Background: an optimization exercise with open tools, aiming at small area and a short achievable clock period. Do not read the settings as production practice. RTL that was checked went through simulation tests only; none was proved equivalent to the original. No functional check of the RTL was part of runs 1, 3 and 4. No activity file was given, so power comes from the tool's default toggle rates.

--- config.mk ---
export PLATFORM = sky130hd
export DESIGN_NAME = zx128_glue
export DESIGN_NICKNAME = zx128_glue
export VERILOG_FILES = /design/flow/design.v
export SDC_FILE = /design/flow/constraint.sdc
export NUM_CORES = 4
export LEC_CHECK = 0
export CAP_MARGIN = 20
export CORE_MARGIN = 2
export CORE_UTILIZATION = 65
export CTS_BUF_LIST = sky130_fd_sc_hd__clkbuf_8
export CTS_CLUSTER_DIAMETER = 60
export CTS_CLUSTER_SIZE = 20
export SETUP_SLACK_MARGIN = 4.0
export SLEW_MARGIN = 20
--- constraint.sdc ---
create_clock -name core_clock -period 9.0 [get_ports {clk14m}]
set_input_delay 1.8000 -clock core_clock [delete_from_list [all_inputs] [get_ports {clk14m}]]
set_output_delay 1.8000 -clock core_clock [all_outputs]
set_load 0.01 [all_outputs]
--- design.v ---
package zx128_pkg;
  localparam int ADDR_W = 16;
  localparam int DATA_W = 8;
  localparam int SRAM_AW = 19;
  localparam int ROM_AW = 15;
  localparam int KB_ROWS = 8;
  localparam int KB_COLS = 5;
  localparam logic [7:0] PORT_FE_LO = 8'hfe;
  localparam logic [ADDR_W-1:0] PORT_7FFD = 16'h7ffd;
  localparam logic [ADDR_W-1:0] PORT_HL_DATA = 16'h0dff;
  localparam logic [ADDR_W-1:0] PORT_HL_STATUS = 16'h0eff;
  typedef logic [3:0] bank_t;
  localparam bank_t BANK_AT_4000 = 4'd5;
  localparam bank_t BANK_AT_8000 = 4'd2;
  localparam int FIFO_DEPTH = 512;
  localparam int FIFO_AW = 9;
  localparam int INT_PERIOD = 280000;
  localparam int INT_ON = 256;
  typedef struct packed {
    logic lock;
    logic rom_sel;
    logic shadow;
    logic [2:0] ram_page;
  } page_cfg_t;
endpackage
import zx128_pkg::*;
module cpu_bus_decode
(
  input  logic [ADDR_W-1:0] cpu_addr_i,
  input  logic              cpu_mreq_n_i,
  input  logic              cpu_iorq_n_i,
  input  logic              cpu_rd_n_i,
  input  logic              cpu_wr_n_i,
  input  logic [DATA_W-1:0] rom_data_i,
  input  logic [DATA_W-1:0] sram_data_i,
  input  logic [DATA_W-1:0] kb_data_i,
  input  zx128_pkg::page_cfg_t         page_cfg_i,
  input  logic [DATA_W-1:0] fifo_data_i,
  input  logic              fifo_empty_i,
  input  logic              fifo_full_i,
  output logic              fe_wr_o,
  output logic              p7ffd_wr_o,
  output logic              hreq_wr_o,
  output logic              ram_wr_o,
  output logic              hl_pop_o,
  output logic [DATA_W-1:0] cpu_data_o
);
  logic mem_rd;
  logic mem_wr;
  logic io_rd;
  logic io_wr;
  logic rom_area;
  logic hl_data_rd;
  logic hl_status_rd;
  logic fe_rd;
  logic p7ffd_rd;
  logic [DATA_W-1:0] hl_status;
  assign mem_rd = !cpu_mreq_n_i && !cpu_rd_n_i;
  assign mem_wr = !cpu_mreq_n_i && !cpu_wr_n_i;
  assign io_rd = !cpu_iorq_n_i && !cpu_rd_n_i;
  assign io_wr = !cpu_iorq_n_i && !cpu_wr_n_i;
  assign rom_area = (cpu_addr_i[15:14] == 2'b00);
  assign fe_wr_o = io_wr && !cpu_addr_i[0];
  assign p7ffd_wr_o = io_wr && (cpu_addr_i == PORT_7FFD);
  assign hreq_wr_o = io_wr && (cpu_addr_i == PORT_HL_STATUS);
  assign ram_wr_o = mem_wr && !rom_area;
  assign hl_data_rd = io_rd && (cpu_addr_i == PORT_HL_DATA);
  assign hl_status_rd = io_rd && (cpu_addr_i == PORT_HL_STATUS);
  assign fe_rd = io_rd && (cpu_addr_i[7:0] == PORT_FE_LO);
  assign p7ffd_rd = io_rd && (cpu_addr_i == PORT_7FFD);
  assign hl_pop_o = hl_data_rd && !fifo_empty_i;
  assign hl_status = {6'b000000, fifo_full_i, fifo_empty_i};
  logic hl_any_n;
  logic [DATA_W-1:0] z_fifo;
  logic [DATA_W-1:0] z_stat;
  logic [DATA_W-1:0] z_rom;
  logic [DATA_W-1:0] z_sram;
  logic [DATA_W-1:0] z_kb;
  logic [DATA_W-1:0] z_page;
  assign hl_any_n = !(!cpu_iorq_n_i && (cpu_addr_i[7:0] == 8'hff) &&
                      ((cpu_addr_i[15:8] == 8'h0d) || (cpu_addr_i[15:8] == 8'h0e)));
  assign z_fifo = {DATA_W{hl_data_rd && !fifo_empty_i}} & ~fifo_data_i;
  assign z_stat = {DATA_W{hl_status_rd}} & ~hl_status;
  assign z_rom = {DATA_W{mem_rd && hl_any_n && rom_area}} & ~rom_data_i;
  assign z_sram = {DATA_W{mem_rd && hl_any_n && !rom_area}} & ~sram_data_i;
  assign z_kb = {DATA_W{fe_rd && !mem_rd}} & ~kb_data_i;
  assign z_page = {DATA_W{p7ffd_rd && !mem_rd}} & ~{2'b00, page_cfg_i};
  assign cpu_data_o = ~(z_fifo | z_stat | z_rom | z_sram | z_kb | z_page);
endmodule
import zx128_pkg::*;
module io_regs
(
  input  logic              clk14m,
  input  logic              RESET_n,
  input  logic [DATA_W-1:0] cpu_data_i,
  input  logic              fe_wr_i,
  input  logic              p7ffd_wr_i,
  input  logic              hreq_wr_i,
  output logic [2:0]        border_o,
  output logic              mic_o,
  output logic              ear_o,
  output logic              tape_hreq_o,
  output zx128_pkg::page_cfg_t         page_cfg_o
);
  always_ff @(posedge clk14m) begin
    if (!RESET_n) begin
      border_o <= 3'b000;
      mic_o <= 1'b0;
      ear_o <= 1'b0;
    end else if (fe_wr_i) begin
      border_o <= cpu_data_i[2:0];
      mic_o <= cpu_data_i[3];
      ear_o <= cpu_data_i[4];
    end
  end
  always_ff @(posedge clk14m) begin
    if (!RESET_n) begin
      page_cfg_o <= '0;
    end else if (p7ffd_wr_i && !page_cfg_o.lock) begin
      page_cfg_o <= cpu_data_i[5:0];
    end
  end
  always_ff @(posedge clk14m) begin
    if (!RESET_n) begin
      tape_hreq_o <= 1'b0;
    end else if (hreq_wr_i) begin
      tape_hreq_o <= cpu_data_i[0];
    end
  end
endmodule
import zx128_pkg::*;
module mem_mapper
(
  input  logic [ADDR_W-1:0]  cpu_addr_i,
  input  zx128_pkg::page_cfg_t          page_cfg_i,
  input  logic               ram_wr_i,
  output logic [ROM_AW-1:0]  rom_addr_o,
  output logic [SRAM_AW-1:0] sram_addr_o,
  output logic               sram_we_o
);
  zx128_pkg::bank_t bank;
  always_comb begin
    unique case (cpu_addr_i[15:14])
      2'b01: bank = BANK_AT_4000;
      2'b10: bank = BANK_AT_8000;
      2'b11: bank = {1'b0, page_cfg_i.ram_page};
      default: bank = '0;
    endcase
  end
  assign rom_addr_o = {page_cfg_i.rom_sel, cpu_addr_i[13:0]};
  assign sram_addr_o = {1'b0, bank, cpu_addr_i[13:0]};
  assign sram_we_o = ram_wr_i;
endmodule
import zx128_pkg::*;
module keyboard_port
(
  input  logic [KB_ROWS-1:0]         row_sel_i,
  input  logic [KB_ROWS*KB_COLS-1:0] kb_rows_i,
  input  logic                       ear_i,
  output logic [DATA_W-1:0]          kb_data_o
);
  logic [KB_COLS-1:0] keys;
  always_comb begin
    keys = '1;
    for (int r = 0; r < KB_ROWS; r++) begin
      if (!row_sel_i[r]) begin
        keys = keys & kb_rows_i[r*KB_COLS +: KB_COLS];
      end
    end
  end
  assign kb_data_o = {1'b1, ear_i, 1'b1, keys};
endmodule
import zx128_pkg::*;
module frame_interrupt
(
  input  logic clk14m,
  input  logic RESET_n,
  output logic int_o
);
  logic [$clog2(INT_PERIOD)-1:0] cnt;
  logic [$clog2(INT_PERIOD)-1:0] cnt_next;
  assign cnt_next = (cnt == INT_PERIOD - 1) ? '0 : cnt + 1'b1;
  always_ff @(posedge clk14m) begin
    if (!RESET_n) begin
      cnt <= '0;
      int_o <= 1'b0;
    end else begin
      cnt <= cnt_next;
      int_o <= (cnt_next >= 1) && (cnt_next <= INT_ON);
    end
  end
endmodule
import zx128_pkg::*;
module hyperload_fifo
(
  input  logic              clk14m,
  input  logic              RESET_n,
  input  logic [DATA_W-1:0] tape_data_i,
  input  logic              tape_valid_i,
  input  logic              pop_i,
  output logic              tape_ready_o,
  output logic [DATA_W-1:0] data_o,
  output logic              empty_o,
  output logic              full_o
);
  localparam int RING_LEN = FIFO_DEPTH;
  localparam int RING_AW = FIFO_AW;
  localparam int WR_TAPS = 32;
  localparam int RD_TAPS = 32;
  localparam int WR_GAP = RING_LEN / WR_TAPS;
  localparam int RD_GAP = RING_LEN / RD_TAPS;
  localparam int WG_W = $clog2(WR_GAP);
  localparam int RG_W = $clog2(RD_GAP);
  localparam int WT_W = RING_AW - WG_W;
  localparam int RT_W = RING_AW - RG_W;
  localparam int SUB_W = RG_W;
  localparam int ST_LEN = WR_GAP - 1;
  logic [DATA_W-1:0] ring [RING_LEN];
  logic [RING_AW-1:0] wr_pos;
  logic [RING_AW-1:0] rd_pos;
  logic [DATA_W-1:0] hd_mem [RD_GAP];
  logic [SUB_W-1:0] hd_rd;
  logic [SUB_W-1:0] hd_wr;
  logic [SUB_W:0] hd_cnt;
  logic [DATA_W-1:0] st_line [ST_LEN];
  logic [ST_LEN-1:0] st_vld;
  logic [ST_LEN-1:0] st_head;
  logic [DATA_W-1:0] st_data;
  logic [FIFO_AW:0] count;
  logic push;
  logic pop;
  logic [RING_AW-1:0] rd_pos_inc;
  logic ring_empty;
  logic st_empty;
  logic hd_room;
  logic wr_align;
  logic rd_align;
  logic ring_to_hd;
  logic push_to_hd;
  logic ring_jump;
  logic [WT_W-1:0] wr_tap;
  logic st_to_ring;
  logic push_to_ring;
  logic ring_wr;
  logic ring_rd;
  logic st_push;
  logic st_pop;
  logic hd_push;
  logic [DATA_W-1:0] ring_rdata;
  logic [DATA_W-1:0] ring_wdata;
  logic [DATA_W-1:0] hd_wdata;
  assign full_o = count[FIFO_AW];
  assign empty_o = (hd_cnt == '0);
  assign tape_ready_o = !full_o;
  assign push = tape_valid_i && !full_o;
  assign pop = pop_i && !empty_o;
  assign data_o = hd_mem[hd_rd];
  assign rd_pos_inc = rd_pos + 1'b1;
  assign ring_empty = (wr_pos == rd_pos_inc);
  assign st_empty = !(|st_vld);
  assign hd_room = !hd_cnt[SUB_W] || pop;
  assign wr_align = (wr_pos[WG_W-1:0] == '0);
  assign rd_align = (rd_pos[RG_W-1:0] == '0);
  assign ring_to_hd = hd_room && !ring_empty && rd_align;
  assign push_to_hd = hd_room && ring_empty && push;
  assign ring_jump = ring_empty && push && !hd_room;
  assign st_to_ring = !ring_empty && !st_empty && wr_align;
  assign push_to_ring = !ring_empty && st_empty && push && wr_align;
  assign ring_wr = ring_jump || st_to_ring || push_to_ring;
  assign ring_rd = ring_to_hd;
  assign st_pop = st_to_ring;
  assign st_push = push && !ring_empty && !push_to_ring;
  assign hd_push = ring_to_hd || push_to_hd;
  assign wr_tap = ring_empty ? '0 : wr_pos[RING_AW-1:WG_W];
  always_comb begin
    st_data = '0;
    for (int i = 0; i < ST_LEN; i++) begin
      st_head[i] = st_vld[i];
      for (int j = i + 1; j < ST_LEN; j++) begin
        if (st_vld[j]) st_head[i] = 1'b0;
      end
      if (st_head[i]) st_data = st_data | st_line[i];
    end
  end
  assign ring_rdata = ring[{rd_pos[RING_AW-1:RG_W], {RG_W{1'b0}}}];
  assign ring_wdata = st_empty ? tape_data_i : st_data;
  assign hd_wdata = ring_empty ? tape_data_i : ring_rdata;
  for (genvar p = 0; p < RING_LEN; p++) begin : g_ring
    if (p % WR_GAP == 0) begin : g_tap
      always_ff @(posedge clk14m) begin
        if (ring_wr && wr_tap == WT_W'(p / WR_GAP)) begin
          ring[p] <= ring_wdata;
        end else begin
          ring[p] <= ring[(p + RING_LEN - 1) % RING_LEN];
        end
      end
    end else begin : g_shift
      always_ff @(posedge clk14m) begin
        ring[p] <= ring[p - 1];
      end
    end
  end
  always_ff @(posedge clk14m) begin
    if (hd_push) hd_mem[hd_wr] <= hd_wdata;
  end
  always_ff @(posedge clk14m) begin
    st_line[0] <= tape_data_i;
    for (int i = 1; i < ST_LEN; i++) st_line[i] <= st_line[i - 1];
  end
  always_ff @(posedge clk14m) begin
    if (!RESET_n) begin
      wr_pos <= '0;
      rd_pos <= '1;
      hd_rd <= '0;
      hd_wr <= '0;
      hd_cnt <= '0;
      st_vld <= '0;
      count <= '0;
    end else begin
      if (ring_jump) begin
        wr_pos <= '0;
        rd_pos <= '0;
      end else begin
        if (!ring_wr) wr_pos <= wr_pos + 1'b1;
        if (!ring_rd) rd_pos <= rd_pos_inc;
      end
      if (hd_push) hd_wr <= hd_wr + 1'b1;
      if (pop) hd_rd <= hd_rd + 1'b1;
      if (hd_push && !pop) hd_cnt <= hd_cnt + 1'b1;
      else if (!hd_push && pop) hd_cnt <= hd_cnt - 1'b1;
      st_vld <= {st_vld[ST_LEN-2:0] & ~(st_head[ST_LEN-2:0] & {(ST_LEN-1){st_pop}}), st_push};
      if (push && !pop) count <= count + 1'b1;
      else if (!push && pop) count <= count - 1'b1;
    end
  end
endmodule
import zx128_pkg::*;
module zx128_glue
(
  input  logic                       clk14m,
  input  logic                       RESET_n,
  input  logic [ADDR_W-1:0]          cpu_addr_i,
  input  logic [DATA_W-1:0]          cpu_data_i,
  input  logic                       cpu_mreq_n_i,
  input  logic                       cpu_iorq_n_i,
  input  logic                       cpu_rd_n_i,
  input  logic                       cpu_wr_n_i,
  input  logic [DATA_W-1:0]          rom_data_i,
  input  logic [DATA_W-1:0]          sram_data_i,
  input  logic [KB_ROWS*KB_COLS-1:0] kb_rows_i,
  input  logic                       ear_i,
  input  logic [DATA_W-1:0]          tape_data_i,
  input  logic                       tape_valid_i,
  output logic [DATA_W-1:0]          cpu_data_o,
  output logic [ROM_AW-1:0]          rom_addr_o,
  output logic [SRAM_AW-1:0]         sram_addr_o,
  output logic [DATA_W-1:0]          sram_data_o,
  output logic                       sram_we_o,
  output logic [2:0]                 border_o,
  output logic                       mic_o,
  output logic                       ear_o,
  output logic                       tape_hreq_o,
  output logic                       tape_ready_o,
  output logic                       int_o
);
  logic fe_wr;
  logic p7ffd_wr;
  logic hreq_wr;
  logic ram_wr;
  logic hl_pop;
  logic [DATA_W-1:0] kb_data;
  logic [DATA_W-1:0] fifo_data;
  logic fifo_empty;
  logic fifo_full;
  zx128_pkg::page_cfg_t page_cfg;
  assign sram_data_o = cpu_data_i;
  cpu_bus_decode u_decode (
    .cpu_addr_i(cpu_addr_i), .cpu_mreq_n_i(cpu_mreq_n_i), .cpu_iorq_n_i(cpu_iorq_n_i),
    .cpu_rd_n_i(cpu_rd_n_i), .cpu_wr_n_i(cpu_wr_n_i), .rom_data_i(rom_data_i),
    .sram_data_i(sram_data_i), .kb_data_i(kb_data), .page_cfg_i(page_cfg),
    .fifo_data_i(fifo_data), .fifo_empty_i(fifo_empty), .fifo_full_i(fifo_full),
    .fe_wr_o(fe_wr), .p7ffd_wr_o(p7ffd_wr), .hreq_wr_o(hreq_wr), .ram_wr_o(ram_wr),
    .hl_pop_o(hl_pop), .cpu_data_o(cpu_data_o)
  );
  io_regs u_io_regs (
    .clk14m(clk14m), .RESET_n(RESET_n), .cpu_data_i(cpu_data_i), .fe_wr_i(fe_wr),
    .p7ffd_wr_i(p7ffd_wr), .hreq_wr_i(hreq_wr), .border_o(border_o), .mic_o(mic_o),
    .ear_o(ear_o), .tape_hreq_o(tape_hreq_o), .page_cfg_o(page_cfg)
  );
  mem_mapper u_mem_mapper (
    .cpu_addr_i(cpu_addr_i), .page_cfg_i(page_cfg), .ram_wr_i(ram_wr),
    .rom_addr_o(rom_addr_o), .sram_addr_o(sram_addr_o), .sram_we_o(sram_we_o)
  );
  keyboard_port u_keyboard (
    .row_sel_i(cpu_addr_i[15:8]), .kb_rows_i(kb_rows_i), .ear_i(ear_i), .kb_data_o(kb_data)
  );
  frame_interrupt u_frame_int (
    .clk14m(clk14m), .RESET_n(RESET_n), .int_o(int_o)
  );
  hyperload_fifo u_hl_fifo (
    .clk14m(clk14m), .RESET_n(RESET_n), .tape_data_i(tape_data_i),
    .tape_valid_i(tape_valid_i), .pop_i(hl_pop), .tape_ready_o(tape_ready_o),
    .data_o(fifo_data), .empty_o(fifo_empty), .full_o(fifo_full)
  );
endmodule
--- run.sh ---
#!/bin/bash
# synth_recipe.tcl (not shown) runs the flow's synth.tcl, then flattens the netlist and writes it again
# the make line also repeats each setting of config.mk as NAME=value (left out here)
make -C /OpenROAD-flow-scripts/flow DESIGN_CONFIG=/design/flow/config.mk WORK_HOME=/design/flow/orfs CLKGATE_MAP_FILE= SYNTH_SCRIPT=/design/flow/synth_recipe.tcl finish
==> metrics.csv, run 1 <==
stage,metric,value,unit
synth,synthArstFlopShare,0,%
placed_design,dp_slack,2350,ps
synth,netlist_instances,5929,
status,status,timing/DRC/antenna clean,
sta,fin_tns_setup,0,ps
clock_tree,cts_sinks,4436,
flow_run,maxCapViolations,0,
sta,layout_setup_ws,3780,ps
clock_tree,clockBufferDepth,4,
sta,fin_crit_sh,58.0,%
critical_path,required,7200,ps
global_routing,antenna_found_initial,34,
synth,synth_area,0.102,mm2
die,die_w,401,um
synth,yosys_warnings,7,
sta,period_minus_slack,5220,ps
min_path,holdPathEnd,u_hl_fifo.ring[21][7],
sta,finalSetupViolCount,0,
global_routing,grt_max_degree,43,
critical_path,r2r_slack,4300,ps
critical_path,reg2reg_from,u_hl_fifo.st_vld[13],
pwr,p_int,23.9,mW
clock_tree,root_buffer,clkbuf_8,
clock_tree,hold_buffers,0,
layout,area_delta_synth_final,7.44,%
route,firstDrtPassIters,7,
route,drc_errors,0,
critical_path,path_max_fanout,6,
sta,max_slew_margin,27.3,%
route,drtIter0Drc,2644,
die,dieArea,0.161,mm2
die,core_area,0.156,mm2
pwr,p_seq_share,68.0,%
layout,nFillCells,10217,
clock_tree,clk_latency,1020,ps
pwr,swShare,22.1,%
placed_design,portBuffers,148,
global_routing,grt_pass1_wl,261,mm
layout,fin_cells,8306,
layout,finish.instance_area,0.110,mm2
placed_design,globalplace.congestion,0.811,
sta,worstMarginPinSlew,1090,ps
clock_tree,htree_levels,5,
synth,synth_ff_type,dfxtp_1,
global_routing,grt_util_all_layers,22.3,%
die,initial_utilization,65.5,%
critical_path,critPathKind,input port to output pin,
global_routing,gr-total-overflow,0,
synth,yosysSeqAreaShare,88.0,%
synth,synth_seq_cells,4436,
sta,rsz0062_at_grt,true,
critical_path,r2r_end,u_hl_fifo.ring[272][5],
die,io_pins,155,
route,wire_per_inst,21.8,um
synth,postSynthAreaPerCell,17.3,um2
synth,synth_edf_count,128,
synth,synth_cell_types,87,
layout,utilization,70.4,%
pwr,vdd_ir_drop_max,0.000212,V
critical_path,cp-end-kind,output pin,
clock_tree,cts_tree,built,
clock_tree,cts_buffers,277,
critical_path,arrival,3420,ps
layout,drive_above_1_share,12.2,%
pwr,clkPwrFrac,27.4,%
pwr,leakage,43.7,nW
critical_path,worstRegToRegCells,7,
pwr,p_per_area,279,mW/mm2
placed_design,dp.cells,7959,
route,wirelength,181,mm
die,die-height,401,um
layout,final_nets,6323,
die,rows,145,
min_path,hold_class,register to register,
layout,multiInputGateArea,0.0112,mm2
layout,seqCellArea,0.0901,mm2
min_path,hp-start,u_hl_fifo.ring[20][7],
placed_design,place_area,0.105,mm2
critical_path,cp-start-kind,input port,
min_path,whs_path_depth,0,
route,route.vias.total,41338,
sta,clock-skew-final,79.5,ps
pwr,pwr-share-comb,4.6,%
sta,slew_violations,0,
route,viasPerCell,4.98,
sta,hold_viol_final,0,
route,antenna_left,0,
pwr,power.switching,6.81,mW
global_routing,grt_pass1_vias,39931,
sta,max_clock_freq,192,MHz
clock_tree,clk_pin_slew,100,ps
placed_design,dp_hpwl,117,mm
==> per-stage QoR <==
stage	power (mW)	hold slack (ps)
after floorplan	22.0	310
after global placement	22.7	309
after detailed placement	22.8	312
after CTS	31.0	270
after global routing	31.8	281
final	30.7	277
==> cell usage after synthesis, types with 5 or more instances <==
cell          n  share of area (%)
mux2_2       84               0.92
o2111ai_1     9              0.077
nand2b_1      7              0.043
buf_4        40               0.29
and2_1       26               0.16
nor2_1      112               0.41
mux2i_1      26               0.25
nand4_1      29               0.18
or4_4        11               0.12
buf_6        47               0.52
buf_1         8              0.029
nor3_1       27               0.13
clkbuf_1     88               0.32
a31oi_1      16              0.098
xor2_1       27               0.23
nand2_1      85               0.31
edfxtp_1    128                3.8
or3_1         5              0.031
nor4_1       12              0.073
mux4_2       40               0.88
nand3b_1      7              0.051
o211ai_1      5              0.037
a21oi_1      45               0.22
o311a_1       5              0.049
and3_1       22               0.13
mux2_4      179                2.6
o22a_4        7               0.12
o31ai_1       6              0.044
a32oi_1      70               0.60
nor2b_1       9              0.055
buf_2        19              0.093
o21ai_0      41               0.20
or4_1        23               0.17
dfxtp_1    4308                 84
a221oi_1      9              0.077
xnor2_1      28               0.24
nand3_1     115               0.56
o22ai_1      22               0.13
a22oi_1      54               0.40
inv_1        25              0.092
ha_1         23               0.28
==> final cells by class <==
cell class,instances,share of cell area (%)
diodes,14,0.0318
clock buffers,283,3.54
clock inverters,28,0.277
inverters,25,0.0853
multi-input cells,1267,10.2
flip-flops and latches,4436,81.9
well taps,2058,2.34
repair buffers,195,1.66
==> timing repair <==
item | in CTS | in global routing
pin swaps | 28 | 3
setup endpoints to repair | 20 | 26
resized for setup | 180 | 4
buffers inserted | 21 | 1
==> power groups by stage <==
stage	Combinational (mW)	Clock, mW	Sequential (mW)
6_report	1.41	8.42	20.9
5_1_grt	1.48	9.33	21.0
4_1_cts	1.42	8.66	20.9
3_5_place_dp	1.41	0	21.4
3_3_place_gp	1.40	0	21.3
2_1_floorplan	0.866	0	21.1
==> logic make-up after synthesis <==
family,synth area share (%)
xor gates and xnor gates,0.492
other,0.00366
and+or+nand+nor,2.81
muxes,4.71
buffers and inverters,1.35
adders and majority gates,0.320
AOI/OAI and AO/OA,2.35
DFF,88.0
==> worst max-delay path by stage <==
stage	from	endpoint	slack (ps)
6_report	cpu_addr_i[13]	cpu_data_o[0]	3780
5_1_grt	cpu_addr_i[13]	cpu_data_o[0]	3690
4_1_cts	cpu_addr_i[14]	cpu_data_o[0]	3780
3_5_place_dp	cpu_addr_i[15]	cpu_data_o[6]	2350
3_3_place_gp	cpu_addr_i[15]	cpu_data_o[6]	2410
2_1_floorplan	cpu_addr_i[9]	cpu_data_o[2]	4010
==> per-layer routing <==
metal / track usage (%) / vias up / share of wire, %
li1: - / 19863 / -
met1: 33.0 / 20269 / 48
met2: 34.4 / 893 / 45
met3: 3.12 / 313 / 4.1
met4: 7.34 / 0 / 3.0
met5: 0 / - / 0
==> state kept, by name, indices dropped and copies added, names as in the netlist, 3 cells and up, named ones only <==
register              flops
u_hl_fifo.ring         4096
u_hl_fifo.hd_mem        128
u_hl_fifo.st_line       120
u_frame_int.cnt          19
u_hl_fifo.st_vld         15
u_hl_fifo.count          10
u_hl_fifo.rd_pos          9
u_hl_fifo.wr_pos          9
u_io_regs.page_cfg_o      6
u_hl_fifo.hd_cnt          5
u_hl_fifo.hd_rd           4
u_hl_fifo.hd_wr           4
u_io_regs.border_o        3
==> layout by cell type (no fill, tap or decap), types with 27 or more instances in the layout <==
cell type	count
nand4_1	29
nor2_1	108
a32oi_1	70
edfxtp_1	128
mux2_4	179
inv_1	30
xnor2_1	27
mux2_2	84
buf_4	42
nand2_1	83
dfxtp_1	4307
nand3_1	114
clkdlybuf4s50_1	104
xor2_1	27
o21ai_0	40
a22oi_1	54
mux4_2	40
a21oi_1	44
clkbuf_8	283
==> worst max-delay path, stage by stage <==
cell       delay (ps)
buf_12            100
nor4b_4           300
nand4bb_4         150
or4_4             500
buf_6             150
nor2_1             90
nor2_1             50
o21ai_1            70
a21oi_1            50
buf_2             150
==> inputs of run 2 (changes only) <==
--- a/design.v
+++ b/design.v
@@ -70,22 +70,21 @@
   assign p7ffd_rd = io_rd && (cpu_addr_i == PORT_7FFD);
   assign hl_pop_o = hl_data_rd && !fifo_empty_i;
   assign hl_status = {6'b000000, fifo_full_i, fifo_empty_i};
-  logic hl_any_n;
-  logic [DATA_W-1:0] z_fifo;
-  logic [DATA_W-1:0] z_stat;
-  logic [DATA_W-1:0] z_rom;
-  logic [DATA_W-1:0] z_sram;
-  logic [DATA_W-1:0] z_kb;
-  logic [DATA_W-1:0] z_page;
-  assign hl_any_n = !(!cpu_iorq_n_i && (cpu_addr_i[7:0] == 8'hff) &&
-                      ((cpu_addr_i[15:8] == 8'h0d) || (cpu_addr_i[15:8] == 8'h0e)));
-  assign z_fifo = {DATA_W{hl_data_rd && !fifo_empty_i}} & ~fifo_data_i;
-  assign z_stat = {DATA_W{hl_status_rd}} & ~hl_status;
-  assign z_rom = {DATA_W{mem_rd && hl_any_n && rom_area}} & ~rom_data_i;
-  assign z_sram = {DATA_W{mem_rd && hl_any_n && !rom_area}} & ~sram_data_i;
-  assign z_kb = {DATA_W{fe_rd && !mem_rd}} & ~kb_data_i;
-  assign z_page = {DATA_W{p7ffd_rd && !mem_rd}} & ~{2'b00, page_cfg_i};
-  assign cpu_data_o = ~(z_fifo | z_stat | z_rom | z_sram | z_kb | z_page);
+  always_comb begin
+    if (hl_data_rd) begin
+      cpu_data_o = fifo_empty_i ? 8'hff : fifo_data_i;
+    end else if (hl_status_rd) begin
+      cpu_data_o = hl_status;
+    end else if (mem_rd) begin
+      cpu_data_o = rom_area ? rom_data_i : sram_data_i;
+    end else if (fe_rd) begin
+      cpu_data_o = kb_data_i;
+    end else if (p7ffd_rd) begin
+      cpu_data_o = {2'b00, page_cfg_i};
+    end else begin
+      cpu_data_o = 8'hff;
+    end
+  end
 endmodule
 import zx128_pkg::*;
 module io_regs
==> metrics.csv, run 2 <==
stage,metric,value,unit,change
status,status,timing/DRC/antenna clean,,unchanged
route,drc_errors,0,,unchanged
route,route.vias.total,41270,,was 41338
sta,rsz0062_at_grt,true,,unchanged
pwr,p_per_area,278,mW/mm2,was 279 mW/mm2
die,core_area,0.154,mm2,was 0.156 mm2
layout,drive_above_1_share,12.7,%,was 12.2%
route,wl_met3,9.48,mm,was 7.44 mm
sta,fin_crit_sh,58.3,%,was 58.0%
global_routing,grt_max_degree,48,,was 43
layout,layout_commonest_cell,dfxtp_1,,unchanged
critical_path,cp-end-kind,output pin,,unchanged
die,initial_utilization,65.5,%,about the same
global_routing,grt_util_all_layers,22.8,%,was 22.3%
sta,fin_tns_setup,0,ps,unchanged
sta,slew_violations,0,,unchanged
route,wirelength,181,mm,about the same
critical_path,r2r_slack,4260,ps,was 4300 ps
clock_tree,hold_buffers,0,,unchanged
synth,postSynthAreaPerCell,17.2,um2,was 17.3 um2
critical_path,arrival,3450,ps,was 3420 ps
critical_path,path_max_fanout,7,,was 6
die,rows,144,,was 145
layout,layout_common_cells,"4305 x dfxtp_1, 286 x clkbuf_8, 250 x mux2_2",,"was 4307 x dfxtp_1, 283 x clkbuf_8, 179 x mux2_4"
critical_path,critPathSlowestCell,or3_4,,was or4_4
critical_path,critPathKind,input port to output pin,,unchanged
die,io_pins,155,,unchanged
route,firstDrtPassIters,6,,was 7
layout,nFillCells,9954,,was 10217
synth,synth_ff_type,dfxtp_1,,unchanged
route,wl_met2,81.3,mm,was 80.6 mm
route,antenna_left,0,,unchanged
synth,yosysTopAreaCellShare,85.4,%,was 84.2%
flow_run,maxCapViolations,0,,unchanged
clock_tree,cts_tree,built,,unchanged
pwr,vdd_ir_drop_max,0.000238,V,was 0.000212 V
die,die-height,398,um,was 401 um
route,viasPerCell,4.97,,was 4.98
layout,largest_reg_flops,4096,,unchanged
synth,synth_area,0.101,mm2,was 0.102 mm2
synth,netlist_instances,5859,,was 5929
min_path,holdPathEnd,u_hl_fifo.ring[28][0],,was u_hl_fifo.ring[21][7]
synth,synth_area_leader_cell,dfxtp_1,,unchanged
layout,final_nets,6333,,was 6323
clock_tree,htree_levels,5,,unchanged
global_routing,gr-total-overflow,0,,unchanged
synth,synth_cell_types,85,,was 87
placed_design,globalplace.congestion,0.883,,was 0.811
clock_tree,clockBufferDepth,4,,unchanged
synth,yosysSeqAreaShare,89.2,%,was 88.0%
clock_tree,cts_buffers,276,,was 277
placed_design,place_area,0.105,mm2,about the same
layout,finish.instance_area,0.110,mm2,about the same
synth,synthTopCellsByArea,"dfxtp_1 85%, edfxtp_1 3.8%, mux2_2 2.8%",,"was dfxtp_1 84%, edfxtp_1 3.8%, mux2_4 2.6%"
clock_tree,cts_sinks,4436,,unchanged
sta,clock-skew-final,86.0,ps,was 79.5 ps
die,die_w,398,um,was 401 um
sta,hold_viol_final,0,,unchanged
placed_design,portBuffers,148,,unchanged
min_path,whs_path_depth,0,,unchanged
clock_tree,root_buffer,clkbuf_8,,unchanged
critical_path,r2r_end,u_hl_fifo.hd_cnt[4],,was u_hl_fifo.ring[272][5]
synth,yosys_warnings,8,,was 7
sta,period_minus_slack,5250,ps,was 5220 ps
critical_path,cp-start-kind,input port,,unchanged
die,dieArea,0.159,mm2,was 0.161 mm2
sta,worstMarginPinSlew,1140,ps,was 1090 ps
global_routing,grt_pass1_wl,259,mm,was 261 mm
clock_tree,clk_latency,1000,ps,was 1020 ps
critical_path,max_stage_delay,420,ps,was 500 ps
route,wire_per_inst,21.8,um,about the same
critical_path,worstRegToRegCells,14,,was 7
layout,area_delta_synth_final,8.44,%,was 7.44%
synth,netlist_top_cells_count,"4308 x dfxtp_1, 250 x mux2_2, 132 x nor2_1",,"was 4308 x dfxtp_1, 179 x mux2_4, 128 x edfxtp_1"
synth,synthArstFlopShare,0,%,unchanged
layout,seqCellArea,0.0901,mm2,unchanged
critical_path,required,7200,ps,about the same
layout,multiInputGateArea,0.0105,mm2,was 0.0112 mm2
pwr,leakage,43.2,nW,was 43.7 nW
layout,reg.largest.list,"u_hl_fifo.ring (4096), u_hl_fifo.hd_mem (128), u_hl_fifo.st_line (120)",,unchanged
synth,synth_edf_count,128,,unchanged
placed_design,dp_hpwl,119,mm,was 117 mm
sta,finalSetupViolCount,0,,unchanged
clock_tree,clk_pin_slew,110,ps,was 100 ps
global_routing,grt_pass1_vias,40008,,was 39931
min_path,hold_class,register to register,,unchanged
route,met1_length,84.1,mm,was 87.5 mm
min_path,hp-start,u_hl_fifo.ring[27][0],,was u_hl_fifo.ring[20][7]
layout,top_register,u_hl_fifo.ring,,unchanged
sta,max_slew_margin,23.0,%,was 27.3%
sta,max_clock_freq,190,MHz,was 192 MHz
critical_path,path_cells,"buf_6, nand4_1, buf_6, nor3_4, nand4_1, or3_4, o211ai_1, o21ai_1, a21oi_1, buf_2",,"was buf_12, nor4b_4, nand4bb_4, or4_4, buf_6, nor2_1, nor2_1, o21ai_1, a21oi_1, buf_2"
route,dr.max_layer_used,met4,,unchanged
global_routing,antenna_found_initial,34,,unchanged
synth,synth_seq_cells,4436,,unchanged
synth,post-synth-top-count-cell,dfxtp_1,,unchanged
critical_path,reg2reg_from,u_hl_fifo.rd_pos[6],,was u_hl_fifo.st_vld[13]
route,drtIter0Drc,3285,,was 2644
-- run 2: changes by cell type in the layout (fill, tap and decap cells not counted), sizes merged, moves of 22 or more --
cell	before	now
nand2	85	118
nor2	113	135
or4	34	3
a32oi	70	0
nand3	116	30
buf	68	96
a22oi	54	118
-- run 2: worst max-delay path by stage --
stage	slack, ps	startpoint	endpoint
final	3750	cpu_addr_i[2]	cpu_data_o[1]
after global routing	3630	cpu_addr_i[2]	cpu_data_o[1]
after CTS	3790	cpu_addr_i[2]	cpu_data_o[1]
after detailed placement	2530	cpu_addr_i[14]	cpu_data_o[3]
after global placement	2500	cpu_addr_i[14]	cpu_data_o[5]
after floorplan	4000	cpu_addr_i[9]	u_hl_fifo.count[9]
-- run 2: critical path, delay by kind of cell --
kind | cells | cell delay [ps]
AND/OR/NAND/NOR | 4 | 870
buffers and inverters | 3 | 380
AO/OA/AOI/OAI | 3 | 380
-- run 2: routing by layer --
metal | vias up | global-route usage [%]
li1 | 19735 | -
met1 | 20089 | 32.5
met2 | 1089 | 35.5
met3 | 357 | 3.98
met4 | 0 | 7.84
met5 | - | 0
-- run 2: kinds of logic (layout without fill, tap and decap cells) --
| logic type | count (synthesis) | after routing | synth area share [%] |
|---|---|---|---|
| DFF | 4436 | 4436 | 89.2 |
| and+or+nand+nor | 491 | 491 | 2.54 |
| AOI/OAI and AO/OA | 352 | 352 | 2.57 |
| muxes | 324 | 324 | 4.06 |
| buffers and inverters | 172 | 557 | 0.842 |
| xor gates and xnor gates | 58 | 58 | 0.503 |
| adders and majority gates | 25 | 25 | 0.324 |
| other | 1 | 21 | 0.00371 |
-- run 2: area by class of cell --
class                      count  area share, %
sequential                  4436           82.2
multi-input combinational   1252           9.61
clock buffer                 286           3.59
tap                         2044           2.33
timing repair buffer         220           1.87
clock inverter                25          0.233
inverter                      26         0.0936
antenna                       19         0.0434
-- run 2: repair_timing --
action | 4_1_cts | 5_1_grt
setup endpoints to repair | 14 | 9
gates resized for setup | 175 | 35
buffers inserted | 13 | 7
pin swaps | 29 | 12
-- run 2: metrics by stage --
stage          hold WS [ps]  total power, mW  instances  worst slack (ps)  utilization (%)
2_1_floorplan           310             21.7       5860              4000                -
3_3_place_gp            309             22.4       7956              2500             68.0
3_5_place_dp            312             22.4       7958              2530             68.0
4_1_cts                 261             30.7       8282              3790             70.9
5_1_grt                 272             31.5       8291              3630             71.0
6_report                282             30.4       8308              3750             71.0
-- run 2: power by group --
group / switching (mW) / internal, mW / leakage (nW)
Sequential: 0.334 / 20.5 / 36.0
Clock: 5.40 / 3.00 / 2.19
Combinational: 0.845 / 0.362 / 4.98
Total: 6.58 / 23.8 / 43.2
==> inputs of run 3 (changes only) <==
--- a/design.v
+++ b/design.v
@@ -70,21 +70,22 @@
   assign p7ffd_rd = io_rd && (cpu_addr_i == PORT_7FFD);
   assign hl_pop_o = hl_data_rd && !fifo_empty_i;
   assign hl_status = {6'b000000, fifo_full_i, fifo_empty_i};
-  always_comb begin
-    if (hl_data_rd) begin
-      cpu_data_o = fifo_empty_i ? 8'hff : fifo_data_i;
-    end else if (hl_status_rd) begin
-      cpu_data_o = hl_status;
-    end else if (mem_rd) begin
-      cpu_data_o = rom_area ? rom_data_i : sram_data_i;
-    end else if (fe_rd) begin
-      cpu_data_o = kb_data_i;
-    end else if (p7ffd_rd) begin
-      cpu_data_o = {2'b00, page_cfg_i};
-    end else begin
-      cpu_data_o = 8'hff;
-    end
-  end
+  logic hl_any_n;
+  logic [DATA_W-1:0] z_fifo;
+  logic [DATA_W-1:0] z_stat;
+  logic [DATA_W-1:0] z_rom;
+  logic [DATA_W-1:0] z_sram;
+  logic [DATA_W-1:0] z_kb;
+  logic [DATA_W-1:0] z_page;
+  assign hl_any_n = !(!cpu_iorq_n_i && (cpu_addr_i[7:0] == 8'hff) &&
+                      ((cpu_addr_i[15:8] == 8'h0d) || (cpu_addr_i[15:8] == 8'h0e)));
+  assign z_fifo = {DATA_W{hl_data_rd && !fifo_empty_i}} & ~fifo_data_i;
+  assign z_stat = {DATA_W{hl_status_rd}} & ~hl_status;
+  assign z_rom = {DATA_W{mem_rd && hl_any_n && rom_area}} & ~rom_data_i;
+  assign z_sram = {DATA_W{mem_rd && hl_any_n && !rom_area}} & ~sram_data_i;
+  assign z_kb = {DATA_W{fe_rd && !mem_rd}} & ~kb_data_i;
+  assign z_page = {DATA_W{p7ffd_rd && !mem_rd}} & ~{2'b00, page_cfg_i};
+  assign cpu_data_o = ~(z_fifo | z_stat | z_rom | z_sram | z_kb | z_page);
 endmodule
 import zx128_pkg::*;
 module io_regs
@@ -176,16 +177,18 @@
   input  logic RESET_n,
   output logic int_o
 );
-  logic [$clog2(INT_PERIOD)-1:0] cnt;
-  logic [$clog2(INT_PERIOD)-1:0] cnt_next;
-  assign cnt_next = (cnt == INT_PERIOD - 1) ? '0 : cnt + 1'b1;
+  localparam logic [18:0] POS_INT_OFF = 19'h3583d;   
+  localparam logic [18:0] POS_LAST = 19'h07282;      
+  logic [18:0] pos;
+  logic feedback;
+  assign feedback = !(pos[18] ^ pos[17] ^ pos[16] ^ pos[13]);
   always_ff @(posedge clk14m) begin
     if (!RESET_n) begin
-      cnt <= '0;
+      pos <= '0;
       int_o <= 1'b0;
     end else begin
-      cnt <= cnt_next;
-      int_o <= (cnt_next >= 1) && (cnt_next <= INT_ON);
+      pos <= (pos == POS_LAST) ? '0 : {pos[17:0], feedback};
+      int_o <= (pos == '0) || (int_o && pos != POS_INT_OFF);
     end
   end
 endmodule
==> flow/run.sh (new file) <==
#!/bin/bash
# Own layout flow: the standard flow with a cell set that leaves out the
# slow wide OR/NOR-style cells (flow/dont_use.txt, the platform's list plus those).
set -euo pipefail
WORK=$(pwd)
DU="$(cat $WORK/flow/dont_use.txt)"
bash standard.sh synth DONT_USE_CELLS="$DU" > $WORK/synth.log 2>&1
bash standard.sh finish DONT_USE_CELLS="$DU" > $WORK/finish.log 2>&1
==> flow/dont_use.txt (new file) <==
sky130_fd_sc_hd__probe_p_8 sky130_fd_sc_hd__probec_p_8 sky130_fd_sc_hd__lpflow_bleeder_1 sky130_fd_sc_hd__lpflow_clkbufkapwr_1 sky130_fd_sc_hd__lpflow_clkbufkapwr_16 sky130_fd_sc_hd__lpflow_clkbufkapwr_2 sky130_fd_sc_hd__lpflow_clkbufkapwr_4 sky130_fd_sc_hd__lpflow_clkbufkapwr_8 sky130_fd_sc_hd__lpflow_clkinvkapwr_1 sky130_fd_sc_hd__lpflow_clkinvkapwr_16 sky130_fd_sc_hd__lpflow_clkinvkapwr_2 sky130_fd_sc_hd__lpflow_clkinvkapwr_4 sky130_fd_sc_hd__lpflow_clkinvkapwr_8 sky130_fd_sc_hd__lpflow_decapkapwr_12 sky130_fd_sc_hd__lpflow_decapkapwr_3 sky130_fd_sc_hd__lpflow_decapkapwr_4 sky130_fd_sc_hd__lpflow_decapkapwr_6 sky130_fd_sc_hd__lpflow_decapkapwr_8 sky130_fd_sc_hd__lpflow_inputiso0n_1 sky130_fd_sc_hd__lpflow_inputiso0p_1 sky130_fd_sc_hd__lpflow_inputiso1n_1 sky130_fd_sc_hd__lpflow_inputiso1p_1 sky130_fd_sc_hd__lpflow_inputisolatch_1 sky130_fd_sc_hd__lpflow_isobufsrc_1 sky130_fd_sc_hd__lpflow_isobufsrc_16 sky130_fd_sc_hd__lpflow_isobufsrc_2 sky130_fd_sc_hd__lpflow_isobufsrc_4 sky130_fd_sc_hd__lpflow_isobufsrc_8 sky130_fd_sc_hd__lpflow_isobufsrckapwr_16 sky130_fd_sc_hd__lpflow_lsbuf_lh_hl_isowell_tap_1 sky130_fd_sc_hd__lpflow_lsbuf_lh_hl_isowell_tap_2 sky130_fd_sc_hd__lpflow_lsbuf_lh_hl_isowell_tap_4 sky130_fd_sc_hd__lpflow_lsbuf_lh_isowell_4 sky130_fd_sc_hd__lpflow_lsbuf_lh_isowell_tap_1 sky130_fd_sc_hd__lpflow_lsbuf_lh_isowell_tap_2 sky130_fd_sc_hd__lpflow_lsbuf_lh_isowell_tap_4  sky130_fd_sc_hd__or4_0 sky130_fd_sc_hd__or4_1 sky130_fd_sc_hd__or4_2 sky130_fd_sc_hd__or4_4 sky130_fd_sc_hd__or4b_0 sky130_fd_sc_hd__or4b_1 sky130_fd_sc_hd__or4b_2 sky130_fd_sc_hd__or4b_4 sky130_fd_sc_hd__or4bb_0 sky130_fd_sc_hd__or4bb_1 sky130_fd_sc_hd__or4bb_2 sky130_fd_sc_hd__or4bb_4 sky130_fd_sc_hd__nor4_0 sky130_fd_sc_hd__nor4_1 sky130_fd_sc_hd__nor4_2 sky130_fd_sc_hd__nor4_4 sky130_fd_sc_hd__nor4b_0 sky130_fd_sc_hd__nor4b_1 sky130_fd_sc_hd__nor4b_2 sky130_fd_sc_hd__nor4b_4 sky130_fd_sc_hd__nor4bb_0 sky130_fd_sc_hd__nor4bb_1 sky130_fd_sc_hd__nor4bb_2 sky130_fd_sc_hd__nor4bb_4 sky130_fd_sc_hd__or3_0 sky130_fd_sc_hd__or3_1 sky130_fd_sc_hd__or3_2 sky130_fd_sc_hd__or3_4 sky130_fd_sc_hd__or3b_0 sky130_fd_sc_hd__or3b_1 sky130_fd_sc_hd__or3b_2 sky130_fd_sc_hd__or3b_4 sky130_fd_sc_hd__nor3_0 sky130_fd_sc_hd__nor3_1 sky130_fd_sc_hd__nor3_2 sky130_fd_sc_hd__nor3_4 sky130_fd_sc_hd__nor3b_0 sky130_fd_sc_hd__nor3b_1 sky130_fd_sc_hd__nor3b_2 sky130_fd_sc_hd__nor3b_4 sky130_fd_sc_hd__o41ai_0 sky130_fd_sc_hd__o41ai_1 sky130_fd_sc_hd__o41ai_2 sky130_fd_sc_hd__o41ai_4 sky130_fd_sc_hd__o41a_0 sky130_fd_sc_hd__o41a_1 sky130_fd_sc_hd__o41a_2 sky130_fd_sc_hd__o41a_4 sky130_fd_sc_hd__o311ai_0 sky130_fd_sc_hd__o311ai_1 sky130_fd_sc_hd__o311ai_2 sky130_fd_sc_hd__o311ai_4 sky130_fd_sc_hd__o311a_0 sky130_fd_sc_hd__o311a_1 sky130_fd_sc_hd__o311a_2 sky130_fd_sc_hd__o311a_4 sky130_fd_sc_hd__o2111ai_0 sky130_fd_sc_hd__o2111ai_1 sky130_fd_sc_hd__o2111ai_2 sky130_fd_sc_hd__o2111ai_4 sky130_fd_sc_hd__o2111a_0 sky130_fd_sc_hd__o2111a_1 sky130_fd_sc_hd__o2111a_2 sky130_fd_sc_hd__o2111a_4 sky130_fd_sc_hd__a2111oi_0 sky130_fd_sc_hd__a2111oi_1 sky130_fd_sc_hd__a2111oi_2 sky130_fd_sc_hd__a2111oi_4 sky130_fd_sc_hd__a2111o_0 sky130_fd_sc_hd__a2111o_1 sky130_fd_sc_hd__a2111o_2 sky130_fd_sc_hd__a2111o_4 sky130_fd_sc_hd__o32ai_0 sky130_fd_sc_hd__o32ai_1 sky130_fd_sc_hd__o32ai_2 sky130_fd_sc_hd__o32ai_4 sky130_fd_sc_hd__o32a_0 sky130_fd_sc_hd__o32a_1 sky130_fd_sc_hd__o32a_2 sky130_fd_sc_hd__o32a_4
==> standard.sh (new file) <==
#!/bin/bash
# synth_recipe.tcl (not shown) runs the flow's synth.tcl, then flattens the netlist and writes it again
# the make line also repeats each setting of config.mk as NAME=value (left out here)
make -C /OpenROAD-flow-scripts/flow DESIGN_CONFIG=/design/flow/config.mk WORK_HOME=/design/flow/orfs CLKGATE_MAP_FILE= SYNTH_SCRIPT=/design/flow/synth_recipe.tcl "${@:-finish}"
removed: run.sh
==> metrics.csv, run 3 <==
stage,metric,value,unit,change
critical_path,cp_top_family,simple AND/OR/NAND/NOR gates,,unchanged
critical_path,critPathBufInv,2,,was 3
global_routing,grt_util_all_layers,22.9,%,was 22.8%
die,dieArea,0.160,mm2,was 0.159 mm2
clock_tree,cts_sinks,4436,,unchanged
critical_path,cp-start-kind,input port,,unchanged
sta,holdWs,292,ps,was 282 ps
critical_path,path_max_fanout,6,,was 7
critical_path,required,7200,ps,about the same
layout,largest_reg_flops,4096,,unchanged
route,drtIter0Drc,3015,,was 3285
pwr,clkPwrFrac,27.5,%,was 27.6%
layout,drive_above_1_share,11.5,%,was 12.7%
layout,top_register,u_hl_fifo.ring,,unchanged
sta,clock-skew-final,84.9,ps,was 86.0 ps
clock_tree,htree_levels,5,,unchanged
synth,synth_cell_types,74,,was 85
global_routing,grt_max_degree,64,,was 48
route,firstDrtPassIters,5,,was 6
synth,yosysSeqAreaShare,88.6,%,was 89.2%
synth,synth_edf_count,128,,unchanged
sta,finalSetupViolCount,0,,unchanged
pwr,pwr-share-comb,4.3,%,was 4.0%
synth,netlist_top_cells_count,"4308 x dfxtp_1, 128 x edfxtp_1, 125 x a22oi_1",,"was 4308 x dfxtp_1, 250 x mux2_2, 132 x nor2_1"
critical_path,path_cells,"buf_6, and4_1, and4_4, and3b_2, o31ai_2, o21ai_1, a311oi_2, o21a_1, buf_2",,"was buf_6, nand4_1, buf_6, nor3_4, nand4_1, or3_4, o211ai_1, o21ai_1, a21oi_1, buf_2"
layout,utilization,70.3,%,was 71.0%
layout,layout_common_cells,"4307 x dfxtp_1, 284 x clkbuf_8, 128 x edfxtp_1",,"was 4305 x dfxtp_1, 286 x clkbuf_8, 250 x mux2_2"
global_routing,antenna_found_initial,36,,was 34
critical_path,arrival,3290,ps,was 3450 ps
sta,slew_violations,0,,unchanged
die,io_pins,155,,unchanged
clock_tree,clockBufferDepth,4,,unchanged
synth,synth_ff_type,dfxtp_1,,unchanged
layout,layout_commonest_cell,dfxtp_1,,unchanged
route,antenna_left,0,,unchanged
route,route.vias.total,40966,,was 41270
synth,yosysTopAreaCellShare,84.8,%,was 85.4%
route,wirelength,183,mm,was 181 mm
pwr,power.switching,6.67,mW,was 6.58 mW
critical_path,critPathSlowestCell,and3b_2,,was or3_4
die,die-height,400,um,was 398 um
die,rows,145,,was 144
sta,max_clock_freq,196,MHz,was 190 MHz
critical_path,cp-end-kind,output pin,,unchanged
synth,synthTopCellsByArea,"dfxtp_1 85%, edfxtp_1 3.8%, mux2_4 1.7%",,"was dfxtp_1 85%, edfxtp_1 3.8%, mux2_2 2.8%"
synth,synthArstFlopShare,0,%,unchanged
route,drc_errors,0,,unchanged
synth,synth_area,0.102,mm2,was 0.101 mm2
sta,max_slew_margin,26.9,%,was 23.0%
layout,area_delta_synth_final,7.71,%,was 8.44%
critical_path,critPathKind,input port to output pin,,unchanged
clock_tree,cts_tree,built,,unchanged
sta,period_minus_slack,5090,ps,was 5250 ps
flow_run,maxCapViolations,0,,unchanged
clock_tree,clk_pin_slew,130,ps,was 110 ps
clock_tree,cts_buffers,278,,was 276
clock_tree,clk_latency,1040,ps,was 1000 ps
layout,reg.largest.list,"u_hl_fifo.ring (4096), u_hl_fifo.hd_mem (128), u_hl_fifo.st_line (120)",,unchanged
route,viasPerCell,4.98,,was 4.97
sta,fin_tns_setup,0,ps,unchanged
pwr,leakage,43.4,nW,was 43.2 nW
synth,synth_area_leader_cell,dfxtp_1,,unchanged
synth,netlist_instances,5851,,was 5859
placed_design,portBuffers,148,,unchanged
global_routing,grt_pass1_vias,39418,,was 40008
sta,fin_crit_sh,56.6,%,was 58.3%
die,die_w,400,um,was 398 um
sta,hold_viol_final,0,,unchanged
placed_design,dp_hpwl,121,mm,was 119 mm
global_routing,gr-total-overflow,0,,unchanged
placed_design,place_area,0.105,mm2,about the same
pwr,p_int,23.8,mW,about the same
layout,final_nets,6261,,was 6333
synth,yosys_warnings,7,,was 8
clock_tree,root_buffer,clkbuf_8,,unchanged
global_routing,grt_pass1_wl,259,mm,about the same
pwr,vdd_ir_drop_max,0.000214,V,was 0.000238 V
sta,worstMarginPinSlew,1090,ps,was 1140 ps
layout,finish.instance_area,0.110,mm2,about the same
sta,rsz0062_at_grt,true,,unchanged
pwr,swShare,21.9,%,was 21.6%
synth,post-synth-top-count-cell,dfxtp_1,,unchanged
status,status,timing/DRC/antenna clean,,unchanged
placed_design,globalplace.congestion,0.934,,was 0.883
die,initial_utilization,65.2,%,was 65.5%
synth,synth_seq_cells,4436,,unchanged
min_path,hold_class,register to register,,unchanged
pwr,p_per_area,278,mW/mm2,about the same
critical_path,max_stage_delay,280,ps,was 420 ps
die,core_area,0.156,mm2,was 0.154 mm2
route,wire_per_inst,22.2,um,was 21.8 um
synth,postSynthAreaPerCell,17.4,um2,was 17.2 um2
pwr,p_seq_share,68.2,%,was 68.4%
## run 3: logic make-up (layout without fill, tap and decap cells)
kind of cell / count (synthesis) / count (layout) / share of synthesized area [%]
flops: 4436 / 4436 / 88.6
simple gates: 471 / 471 / 2.73
compound gates: 337 / 337 / 2.45
mux: 327 / 327 / 4.46
buf+inv: 216 / 534 / 1.09
xor+xnor: 39 / 39 / 0.357
fa+ha+maj: 24 / 24 / 0.310
other cells: 1 / 7 / 0.00369
## run 3: layer usage
| metal | track usage [%] | part of all wire [%] |
|---|---|---|
| met1 | 32.4 | 47 |
| met2 | 34.5 | 43 |
| met3 | 4.44 | 5.3 |
| met4 | 9.97 | 4.3 |
| met5 | 0 | 0.0071 |
## run 3: metrics by stage
step / total power [mW] / setup WS [ps] / instances
5_1_grt: 31.6 / 3860 / 8229
3_3_place_gp: 22.5 / 2560 / 7902
4_1_cts: 30.8 / 3860 / 8224
2_1_floorplan: 21.9 / 4020 / 5852
6_report: 30.5 / 3910 / 8233
3_5_place_dp: 22.6 / 2520 / 7902
## run 3: path summary, 6_finish.rpt
| path | start | to | slack [ps] | depth (start not counted) |
|---|---|---|---|---|
| worst max-delay path | cpu_addr_i[4] | cpu_data_o[0] | 3910 | 9 |
| worst min-delay path | u_hl_fifo.ring[12][2] | u_hl_fifo.ring[13][2] | 290 | 0 |
| worst max register to register | u_hl_fifo.rd_pos[4] | u_hl_fifo.hd_cnt[4] | 4580 | 16 |
| worst min register to register | u_hl_fifo.ring[12][2] | u_hl_fifo.ring[13][2] | 290 | 0 |
## run 3: cell type report
class | count | area, um2
Sequential cell | 4436 | 90100
Fill cell | 10168 | 46300
Multi-Input combinational cell | 1200 | 10800
Clock buffer | 284 | 3910
Tap cell | 2058 | 2570
Timing Repair Buffer | 190 | 1760
Clock inverter | 25 | 254
Inverter | 35 | 131
Antenna cell | 5 | 12.5
## run 3: power by group through the flow
stage	Clock (mW)	Combinational (mW)	Sequential [mW]
2_1_floorplan	0	0.791	21.1
3_3_place_gp	0	1.31	21.2
3_5_place_dp	0	1.32	21.2
4_1_cts	8.65	1.33	20.8
5_1_grt	9.32	1.39	20.9
6_report	8.38	1.32	20.8
## run 3: repair_timing
item	in CTS	in global routing
hold buffers	0	0
setup buffers	13	3
resized for setup	155	24
endpoints found under the setup margin	12	8
pin swaps	25	17
## run 3: worst reg2reg max path, stage by stage, from the launching register on
cell     delay, ps
dfxtp_1        680
and2_1         500
a41oi_1        170
a221o_1        430
nor2_4         220
nand2_4        200
mux2i_4        260
inv_2          200
ha_1           220
inv_1          110
fa_1           480
a21o_1         180
a21oi_1        180
xnor2_1        140
nor2_1          70
xnor2_1        120
and2_1         160
==> inputs of run 4 (changes only) <==
--- a/config.mk
+++ b/config.mk
@@ -9,7 +9,7 @@
 export CORE_MARGIN = 2
 export CORE_UTILIZATION = 65
 export CTS_BUF_LIST = sky130_fd_sc_hd__clkbuf_8
-export CTS_CLUSTER_DIAMETER = 60
-export CTS_CLUSTER_SIZE = 20
+export CTS_CLUSTER_DIAMETER = 50
+export CTS_CLUSTER_SIZE = 16
 export SETUP_SLACK_MARGIN = 4.0
 export SLEW_MARGIN = 20
==> metrics.csv, run 4 <==
stage,metric,value,unit,change
clock_tree,clk_latency,1030,ps,was 1040 ps
clock_tree,cts_tree,built,,unchanged
critical_path,max_stage_delay,280,ps,about the same
flow_run,maxCapViolations,0,,unchanged
clock_tree,cts_sinks,4436,,unchanged
pwr,power.switching,6.77,mW,was 6.67 mW
clock_tree,htree_levels,5,,unchanged
critical_path,path_max_fanout,6,,unchanged
sta,hold_viol_final,0,,unchanged
placed_design,portBuffers,148,,unchanged
die,io_pins,155,,unchanged
sta,rsz0062_at_grt,true,,unchanged
pwr,p_int,24.4,mW,was 23.8 mW
synth,yosys_warnings,7,,unchanged
synth,synth_ff_type,dfxtp_1,,unchanged
sta,finalSetupViolCount,0,,unchanged
layout,layout_commonest_cell,dfxtp_1,,unchanged
synth,yosysTopAreaCellShare,84.8,%,unchanged
synth,post-synth-top-count-cell,dfxtp_1,,unchanged
global_routing,grt_util_all_layers,22.9,%,about the same
critical_path,cp-end-kind,output pin,,unchanged
pwr,p_seq_share,66.6,%,was 68.2%
sta,max_slew_margin,23.4,%,was 26.9%
global_routing,gr-total-overflow,0,,unchanged
critical_path,crit_start,cpu_addr_i[4],,unchanged
synth,yosysSeqAreaShare,88.6,%,unchanged
synth,synth_edf_count,128,,unchanged
synth,synthTopCellsByArea,"dfxtp_1 85%, edfxtp_1 3.8%, mux2_4 1.7%",,unchanged
sta,fin_crit_sh,56.5,%,was 56.6%
synth,synth_area_leader_cell,dfxtp_1,,unchanged
synth,netlist_instances,5851,,unchanged
critical_path,arrival,3290,ps,about the same
layout,reg.largest.list,"u_hl_fifo.ring (4096), u_hl_fifo.hd_mem (128), u_hl_fifo.st_line (120)",,unchanged
min_path,hold_class,register to register,,unchanged
critical_path,worst-path-stages,9,,unchanged
route,route.vias.total,41271,,was 40966
pwr,pwr-share-comb,4.2,%,was 4.3%
route,wirelength,183,mm,about the same
pwr,leakage,43.9,nW,was 43.4 nW
die,core_area,0.156,mm2,unchanged
pwr,p_per_area,283,mW/mm2,was 278 mW/mm2
pwr,vdd_ir_drop_max,0.000228,V,was 0.000214 V
clock_tree,clockBufferDepth,4,,unchanged
critical_path,cp-start-kind,input port,,unchanged
global_routing,grt_pass1_wl,260,mm,was 259 mm
critical_path,r2r_end,u_hl_fifo.hd_cnt[4],,unchanged
die,rows,145,,unchanged
synth,synthArstFlopShare,0,%,unchanged
placed_design,globalplace.congestion,0.934,,unchanged
pwr,clkPwrFrac,29.1,%,was 27.5%
synth,synth_cell_types,74,,unchanged
layout,drive_above_1_share,12.4,%,was 11.5%
sta,worstMarginPinSlew,1150,ps,was 1090 ps
global_routing,antenna_found_initial,39,,was 36
sta,clock-skew-final,88.6,ps,was 84.9 ps
route,wire_per_inst,22.1,um,was 22.2 um
synth,postSynthAreaPerCell,17.4,um2,unchanged
sta,period_minus_slack,5090,ps,about the same
clock_tree,root_buffer,clkbuf_8,,unchanged
sta,fin_tns_setup,0,ps,unchanged
global_routing,grt_max_degree,64,,unchanged
global_routing,grt_pass1_vias,40022,,was 39418
sta,slew_violations,0,,unchanged
critical_path,setup.worst_path.end,cpu_data_o[0],,unchanged
critical_path,r2r_slack,4590,ps,was 4580 ps
pwr,swShare,21.7,%,was 21.9%
die,initial_utilization,65.2,%,unchanged
layout,top_register,u_hl_fifo.ring,,unchanged
critical_path,path_cells,"buf_6, and4_1, and4_4, and3b_2, o31ai_2, o21ai_1, a311oi_2, o21a_1, buf_2",,unchanged
route,drc_errors,0,,unchanged
route,antenna_left,0,,unchanged
critical_path,worstRegToRegCells,16,,unchanged
layout,area_delta_synth_final,8.55,%,was 7.71%
critical_path,critPathSlowestCell,and3b_2,,unchanged
layout,layout_common_cells,"4307 x dfxtp_1, 341 x clkbuf_8, 128 x edfxtp_1",,"was 4307 x dfxtp_1, 284 x clkbuf_8, 128 x edfxtp_1"
placed_design,dp_hpwl,121,mm,unchanged
layout,utilization,70.8,%,was 70.3%
clock_tree,cts_buffers,333,,was 278
synth,synth_seq_cells,4436,,unchanged
die,die_w,400,um,unchanged
layout,final_nets,6316,,was 6261
sta,max_clock_freq,197,MHz,was 196 MHz
layout,largest_reg_flops,4096,,unchanged
die,die-height,400,um,unchanged
critical_path,critPathBufInv,2,,unchanged
status,status,timing/DRC/antenna clean,,unchanged
route,drtIter0Drc,3028,,was 3015
clock_tree,clk_pin_slew,80,ps,was 130 ps
synth,synth_area,0.102,mm2,unchanged
synth,netlist_top_cells_count,"4308 x dfxtp_1, 128 x edfxtp_1, 125 x a22oi_1",,unchanged
route,firstDrtPassIters,9,,was 5
die,dieArea,0.160,mm2,unchanged
critical_path,reg2reg_from,u_hl_fifo.rd_pos[4],,unchanged
critical_path,required,7200,ps,about the same
route,viasPerCell,4.97,,was 4.98
critical_path,critPathKind,input port to output pin,,unchanged
critical_path,cp_top_family,simple AND/OR/NAND/NOR gates,,unchanged
## run 4: cell types whose count changed in the layout (fill, tap and decap cells not counted), sizes merged
cell	previous run	this run
clkbuf	285	342
clkinv	4	8
inv	50	48
diode	5	7
bufinv	1	4
## run 4: cell type report
| cell class | count | area, um2 |
|---|---|---|
| well taps | 2058 | 2570 |
| clock buffers | 341 | 4690 |
| repair buffers | 190 | 1750 |
| diodes | 7 | 17.5 |
| clock inverters | 30 | 322 |
| inverters | 35 | 131 |
| fillers | 10104 | 45500 |
| multi-input cells | 1200 | 10800 |
| flip-flops and latches | 4436 | 90100 |
## run 4: how the worst min path moves through the flow
stage / start / to / slack, ps / cells after the start
floorplan: u_hl_fifo.ring[99][0] / u_hl_fifo.ring[100][0] / 310 / 0
global placement: u_hl_fifo.ring[85][2] / u_hl_fifo.ring[86][2] / 310 / 0
detailed placement: u_hl_fifo.ring[101][2] / u_hl_fifo.ring[102][2] / 310 / 0
CTS: u_hl_fifo.ring[430][4] / u_hl_fifo.ring[431][4] / 290 / 0
global route: u_hl_fifo.ring[280][3] / u_hl_fifo.ring[281][3] / 300 / 0
finish: u_hl_fifo.ring[110][4] / u_hl_fifo.ring[111][4] / 290 / 0
## run 4: power by group through the flow
| stage | logic, mW | registers (mW) | clock network, mW |
|---|---|---|---|
| global route | 1.39 | 20.9 | 10.1 |
| floorplan | 0.791 | 21.1 | 0 |
| detailed placement | 1.32 | 21.2 | 0 |
| global placement | 1.31 | 21.2 | 0 |
| finish | 1.32 | 20.8 | 9.09 |
| CTS | 1.33 | 20.8 | 9.36 |
## run 4: cells by family after synthesis
family	share of synthesized area (%)
other	0.00369
xor gates and xnor gates	0.357
buffers and inverters	1.09
muxes	4.46
DFF	88.6
and+or+nand+nor	2.73
AOI/OAI and AO/OA	2.45
adders and majority gates	0.310
## run 4: timing repair
| item | in CTS | in global routing |
|---|---|---|
| hold buffers | 0 | 0 |
| endpoints found under the setup margin | 12 | 8 |
| buffers inserted | 14 | 3 |
| pin swaps | 25 | 17 |
| resized for setup | 155 | 24 |
## run 4: stage by stage
| stage | hold WS [ps] | power [mW] | cell area (um2) | worst slack, ps | cells |
|---|---|---|---|---|---|
| after global placement | 309 | 22.5 | 105000 | 2560 | 7902 |
| after global routing | 296 | 32.3 | 110000 | 3860 | 8291 |
| after CTS | 289 | 31.5 | 110000 | 3860 | 8287 |
| final | 290 | 31.2 | 110000 | 3910 | 8297 |
| after detailed placement | 312 | 22.6 | 105000 | 2520 | 7902 |
| after floorplan | 310 | 21.9 | 102000 | 4020 | 5852 |
## run 4: routing by layer
| metal | up-vias | GRT usage [%] | share of wire, % |
|---|---|---|---|
| met1 | 20210 | 32.4 | 47 |
| met4 | 0 | 10.0 | 4.2 |
| met2 | 1079 | 34.6 | 44 |
| met5 | - | 0 | 0 |
| li1 | 19646 | - | - |
| met3 | 336 | 4.72 | 5.5 |

[re-timing with driven ports]
How much do the figures lean on ideal ports? The routed layouts below were timed once more, with nothing changed but the port constraints. Step 1 sets driving cells, clkbuf_16 on the clock port and buf_2 on the other inputs (assumed; they add their load-dependent delay and slew). Step 2 also shifts input and output timing later by t, the mid clock arrival at the registers, as if the neighbouring blocks saw the same clock. a / b / c = no drivers / after step 1 / after step 2; a / b = the first two.
run	t (ns)	setup slack, ns	slew at the worst register clock pin (ns)
run 1	1.049	3.783 / 3.729 / 3.316	0.12 / 0.12
run 2	1.030	3.750 / 3.705 / 3.310	0.12 / 0.12
run 3	1.079	3.909 / 3.854 / 3.579	0.13 / 0.13
run 4	1.063	3.911 / 3.857 / 3.580	0.10 / 0.10
After both steps every run listed still meets setup and hold. For run 1, which loses most, drivers alone change the setup slack by -0.054 ns; drivers and shift together by -0.467 ns.
